Context: an optimization exercise on an open-source flow, tuned for small area, a short achievable clock period and few clock cycles. The choices shown serve that exercise and are no tape-out recipe. In this exercise RTL edits were held to simulation tests only and were not proved equivalent to the original.

## md_sched
module md_sched #(
    parameter int unsigned MULT_CYCLES = 0,
    parameter int unsigned DIV_STEPS   = 8
) (
    input  logic        clk,
    input  logic        reset,
    input  logic        start,
    input  logic [3:0]  md_op,
    input  logic [31:0] rs,
    input  logic [31:0] rt,
    input  logic        id_md_use,
    output logic        busy,
    output logic        stall,
    output logic [31:0] hi,
    output logic [31:0] lo
);
    localparam int K    = DIV_STEPS;
    localparam int NCH  = (32 + K - 1) / K;
    localparam int CW   = (NCH >= 16) ? 5 : (NCH >= 8) ? 4 : (NCH >= 4) ? 3 : (NCH >= 2) ? 2 : 1;
    logic [31:0]   hi_q, lo_q, b_q;
    logic          bci_q;
    logic          hi_neg, lo_neg;
    logic          busy_q;
    logic [CW-1:0] cnt;
    logic op_mul_s, op_mul_u, op_div_s, op_div_u, op_mthi, op_mtlo;
    logic op_macc, macc_signed, macc_sub;
    always_comb begin
  ...
==> module md_sched, before the edit <==
module md_sched #(
    parameter int unsigned MULT_CYCLES = 0,
    parameter int unsigned DIV_STEPS   = 8
) (
    input  logic        clk,
    input  logic        reset,
    input  logic        start,
    input  logic [3:0]  md_op,
    input  logic [31:0] rs,
    input  logic [31:0] rt,
    input  logic        id_md_use,
    output logic        busy,
    output logic        stall,
    output logic [31:0] hi,
    output logic [31:0] lo
);
    localparam int K    = DIV_STEPS;
    localparam int NCH  = (32 + K - 1) / K;
    localparam int CW   = (NCH >= 16) ? 5 : (NCH >= 8) ? 4 : (NCH >= 4) ? 3 : (NCH >= 2) ? 2 : 1;
    logic [31:0]   hi_q, lo_q, b_q;
    logic          bci_q;
    logic          hi_neg, lo_neg;
    logic          busy_q;
    logic [CW-1:0] cnt;
    logic op_mul_s, op_mul_u, op_div_s, op_div_u, op_mthi, op_mtlo;
    logic op_macc, macc_signed, macc_sub;
    always_comb begin
        op_mul_s    = 1'b0;
        op_mul_u    = 1'b0;
        op_div_s    = 1'b0;
        op_div_u    = 1'b0;
        op_mthi     = 1'b0;
        op_mtlo     = 1'b0;
        op_macc     = 1'b0;
        macc_signed = 1'b0;
        macc_sub    = 1'b0;
        case (md_op)
            4'd0: op_mul_s = 1'b1;
            4'd1: op_mul_u = 1'b1;
            4'd2: op_div_s = 1'b1;
            4'd3: op_div_u = 1'b1;
            4'd4: op_mthi  = 1'b1;
            4'd5: op_mtlo  = 1'b1;
            4'd6: begin op_macc = 1'b1; macc_signed = 1'b1; end
            4'd7: begin op_macc = 1'b1; end
            4'd8: begin op_macc = 1'b1; macc_signed = 1'b1; macc_sub = 1'b1; end
            4'd9: begin op_macc = 1'b1; macc_sub = 1'b1; end
            default: ;
        endcase
    end
    logic op_div, op_mul, mul_signed;
    assign op_div     = op_div_s | op_div_u;
    assign op_mul     = op_mul_s | op_mul_u | op_macc;
    assign mul_signed = op_mul_s | (op_macc & macc_signed);
    logic [31:0] hi_t, lo_t;
    md_neg u_hi_neg (.x(hi_q), .n(hi_neg), .y(hi_t));
    md_neg u_lo_neg (.x(lo_q), .n(lo_neg), .y(lo_t));
    logic [32:0] mx;
    logic [63:0] mres;
    assign mx = {mul_signed & rs[31], rs};
    md_mul u_mul (
        .x   (mx),
        .y   ({mul_signed & rt[31], rt}),
        .neg (op_macc & macc_sub),
        .acc (op_macc ? {hi_t, lo_t} : 64'd0),
        .p   (mres)
    );
    logic        a_neg, b_neg, div_zero, b_ci;
    logic [31:0] a_mag, b_y;
    assign a_neg    = op_div_s & rs[31];
    assign b_neg    = op_div_s & rt[31];
    assign a_mag    = a_neg ? -rs : rs;
    assign b_y      = rt ^ {32{~b_neg}};
    assign b_ci     = ~b_neg;
    assign div_zero = (rt == 32'd0);
    logic [NCH:0] lt;
    assign lt[NCH] = 1'b1;
    for (genvar c = 0; c < NCH; c++) begin : g_cmp
        localparam int W = 32 - K * c;
        logic [W:0] cy;
        assign cy[0] = b_ci;
        for (genvar i = 0; i < W; i++) begin : g_bit
            assign cy[i+1] = (a_mag[i + K*c] & b_y[i]) | (a_mag[i + K*c] & cy[i]) | (b_y[i] & cy[i]);
        end
        if (c == 0) begin : g_full
            assign lt[c] = ~cy[W];
        end else begin : g_part
            assign lt[c] = ~(cy[W] & (&b_y[31:W]));
        end
    end
    logic [CW-1:0] nchunk;
    always_comb begin
        nchunk = CW'(NCH);
        for (int c = NCH - 1; c >= 0; c--)
            if (lt[c]) nchunk = CW'(c);
    end
    logic [31:0] rot, qmask, r_init, q_init;
    always_comb begin
        rot = a_mag;
        for (int s = 0; s < CW; s++)
            if (nchunk[s] && (K << s) < 32) rot = (rot >> (K << s)) | (rot << (32 - (K << s)));
        for (int i = 0; i < 32; i++)
            qmask[i] = (32 - i) <= K * int'(nchunk);
        r_init = rot & ~qmask;
        q_init = rot & qmask;
    end
    logic [31:0] r_step, q_step;
    md_div u_div (.r(hi_q), .q(lo_q), .y(b_q), .ci(bci_q), .r_o(r_step), .q_o(q_step));
    always_ff @(posedge clk or negedge reset) begin
        if (!reset) begin
            hi_q   <= '0;
            lo_q   <= '0;
            hi_neg <= 1'b0;
            lo_neg <= 1'b0;
            busy_q <= 1'b0;
            cnt    <= '0;
        end else if (busy_q) begin
            hi_q <= r_step;
            lo_q <= q_step;
            cnt  <= cnt - CW'(1);
            if (cnt == CW'(1)) busy_q <= 1'b0;
        end else if (start) begin
            if (op_mul) begin
                {hi_q, lo_q} <= mres;
                hi_neg <= 1'b0;
                lo_neg <= 1'b0;
            end else if (op_div & ~div_zero) begin
                hi_q   <= r_init;
                lo_q   <= q_init;
                hi_neg <= a_neg;
                lo_neg <= a_neg ^ b_neg;
                cnt    <= nchunk;
                busy_q <= (nchunk != '0);
            end else if (op_mthi) begin
                hi_q   <= rs;
                hi_neg <= 1'b0;
            end else if (op_mtlo) begin
                lo_q   <= rs;
                lo_neg <= 1'b0;
            end
        end
    end
    always_ff @(posedge clk) begin
        if (!busy_q && start && op_div) begin
            b_q   <= b_y;
            bci_q <= b_ci;
        end
    end
    assign busy  = busy_q;
    assign stall = id_md_use & (busy_q | (start & (op_mul | op_div)));
    assign hi    = hi_t;
    assign lo    = lo_t;
endmodule
clock: 110.0 ns
lec_check: 0
cap_margin: 20
core_margin: 2
core_utilization: 40
slew_margin: 20
synth_hierarchical: 1
synth_minimum_keep_size: 0
standard.sh (not shown) runs the stock make flow with config.mk's settings and CLKGATE_MAP_FILE= SYNTH_SCRIPT=/design/flow/synth_recipe.tcl, a recipe that flattens the netlist after the stock synthesis.
==> flow/flow/run.sh <==
#!/bin/bash
# The standard layout (standard.sh, unchanged synthesis and steps), except that the port
# buffers are buf_2 cells instead of the default delay-buffer cells.
set -o pipefail
export BUFFER_PORTS_ARGS="-buffer_cell sky130_fd_sc_hd__buf_2"
bash standard.sh > standard.log 2>&1
Testbench counts at the start, summed over its fixed seeds: cycles 4,057.
Rerun with:
--- a/flow/design.v
+++ b/flow/design.v
@@ -1,7 +1,7 @@
 module md_sched #(
-    parameter int unsigned MULT_CYCLES = 0,
-    parameter int unsigned DIV_STEPS   = 8
+    parameter int unsigned MULT_CYCLES = 5,
+    parameter int unsigned DIV_CYCLES  = 10
 ) (
     input  logic        clk,
     input  logic        reset,
     input  logic        start,
@@ -13,9 +13,9 @@
     output logic        stall,
     output logic [31:0] hi,
     output logic [31:0] lo
 );
-    localparam int K    = DIV_STEPS;
+    localparam int K    = 8;            
     localparam int NCH  = (32 + K - 1) / K;
     localparam int CW   = (NCH >= 16) ? 5 : (NCH >= 8) ? 4 : (NCH >= 4) ? 3 : (NCH >= 2) ? 2 : 1;
     logic [31:0]   hi_q, lo_q, b_q;
     logic          bci_q;
@@ -79,9 +79,9 @@
         localparam int W = 32 - K * c;
         logic [W:0] cy;
         assign cy[0] = b_ci;
         for (genvar i = 0; i < W; i++) begin : g_bit
-            assign cy[i+1] = (a_mag[i + K*c] & b_y[i]) | (a_mag[i + K*c] & cy[i]) | (b_y[i] & cy[i]);
+            md_maj u_maj (.a(a_mag[i + K*c]), .b(b_y[i]), .c(cy[i]), .y(cy[i+1]));
         end
         if (c == 0) begin : g_full
             assign lt[c] = ~cy[W];
         end else begin : g_part
@@ -150,8 +150,29 @@
     assign stall = id_md_use & (busy_q | (start & (op_mul | op_div)));
     assign hi    = hi_t;
     assign lo    = lo_t;
 endmodule
+module md_neg (
+    input  logic [31:0] x,
+    input  logic        n,
+    output logic [31:0] y
+);
+    logic [32:0] c;
+    logic [31:0] t;
+    assign c[0] = n;
+    for (genvar i = 0; i < 32; i++) begin : g_bit
+        assign t[i] = x[i] ^ n;
+        md_ha u_ha (.a(t[i]), .b(c[i]), .s(y[i]), .co(c[i+1]));
+    end
+endmodule
+module md_maj (
+    input  logic a,
+    input  logic b,
+    input  logic c,
+    output logic y
+);
+    assign y = (a & b) | (a & c) | (b & c);
+endmodule
 module md_div (
     input  logic [31:0] r,
     input  logic [31:0] q,
     input  logic [31:0] y,
@@ -5152,17 +5173,4 @@
 module md_ha (input logic a, input logic b, output logic s, output logic co);
     assign s  = a ^ b;
     assign co = a & b;
 endmodule
-module md_neg (
-    input  logic [31:0] x,
-    input  logic        n,
-    output logic [31:0] y
-);
-    logic [32:0] c;
-    logic [31:0] t;
-    assign c[0] = n;
-    for (genvar i = 0; i < 32; i++) begin : g_bit
-        assign t[i] = x[i] ^ n;
-        md_ha u_ha (.a(t[i]), .b(c[i]), .s(y[i]), .co(c[i+1]));
-    end
-endmodule
=> The new run completed without violations; setup slack loses 0.28 ns; worst hold slack loses 0.0061 ns; via count barely changes; register-to-register slack loses 0.25 ns; count of clock-buffer cells in the layout goes down by 2; global-route usage goes up by 1.8 points; maximum frequency goes down by 0.61%; routed wire length goes up by 5.6%; die area goes down by about 0.9%; cell area goes down by 0.79%; sequential share of layout area stays flat; cell count goes down by 1.5%; area after synthesis goes down by 0.96%.
Testbench counts after the change, summed over its fixed seeds: cycles 4,057.

==> port drivers added, routing unchanged <==
The results above use ideal ports. As a check the final layouts listed here were re-extracted and re-timed, cells and wires unchanged. Step 1 assumes that a clkbuf_16 drives the clock port and a buf_2 every other input. Step 2 also shifts input and output timing later by t, the mid clock arrival at the registers, as if the neighbouring blocks saw the same clock. Slacks: no drivers / after step 1 / after step 2; pairs: no drivers / after step 1.
| run | shift t [ns] | setup WS [ns] | worst setup path after step 2 | slew at the worst register clock pin (ns) | pins driven straight from the clock port |
|---|---|---|---|---|---|
| the first run | 0.419 | 64.926 / 64.737 / 64.737 | input to output | 0.09 / 0.09 | 1 |
| the second run | 0.445 | 64.650 / 64.476 / 64.476 | input to output | 0.10 / 0.10 | 1 |
After both steps every run listed still meets setup and hold. For the first run, which loses most, drivers alone change the setup slack by -0.189 ns; drivers and shift together by -0.189 ns.
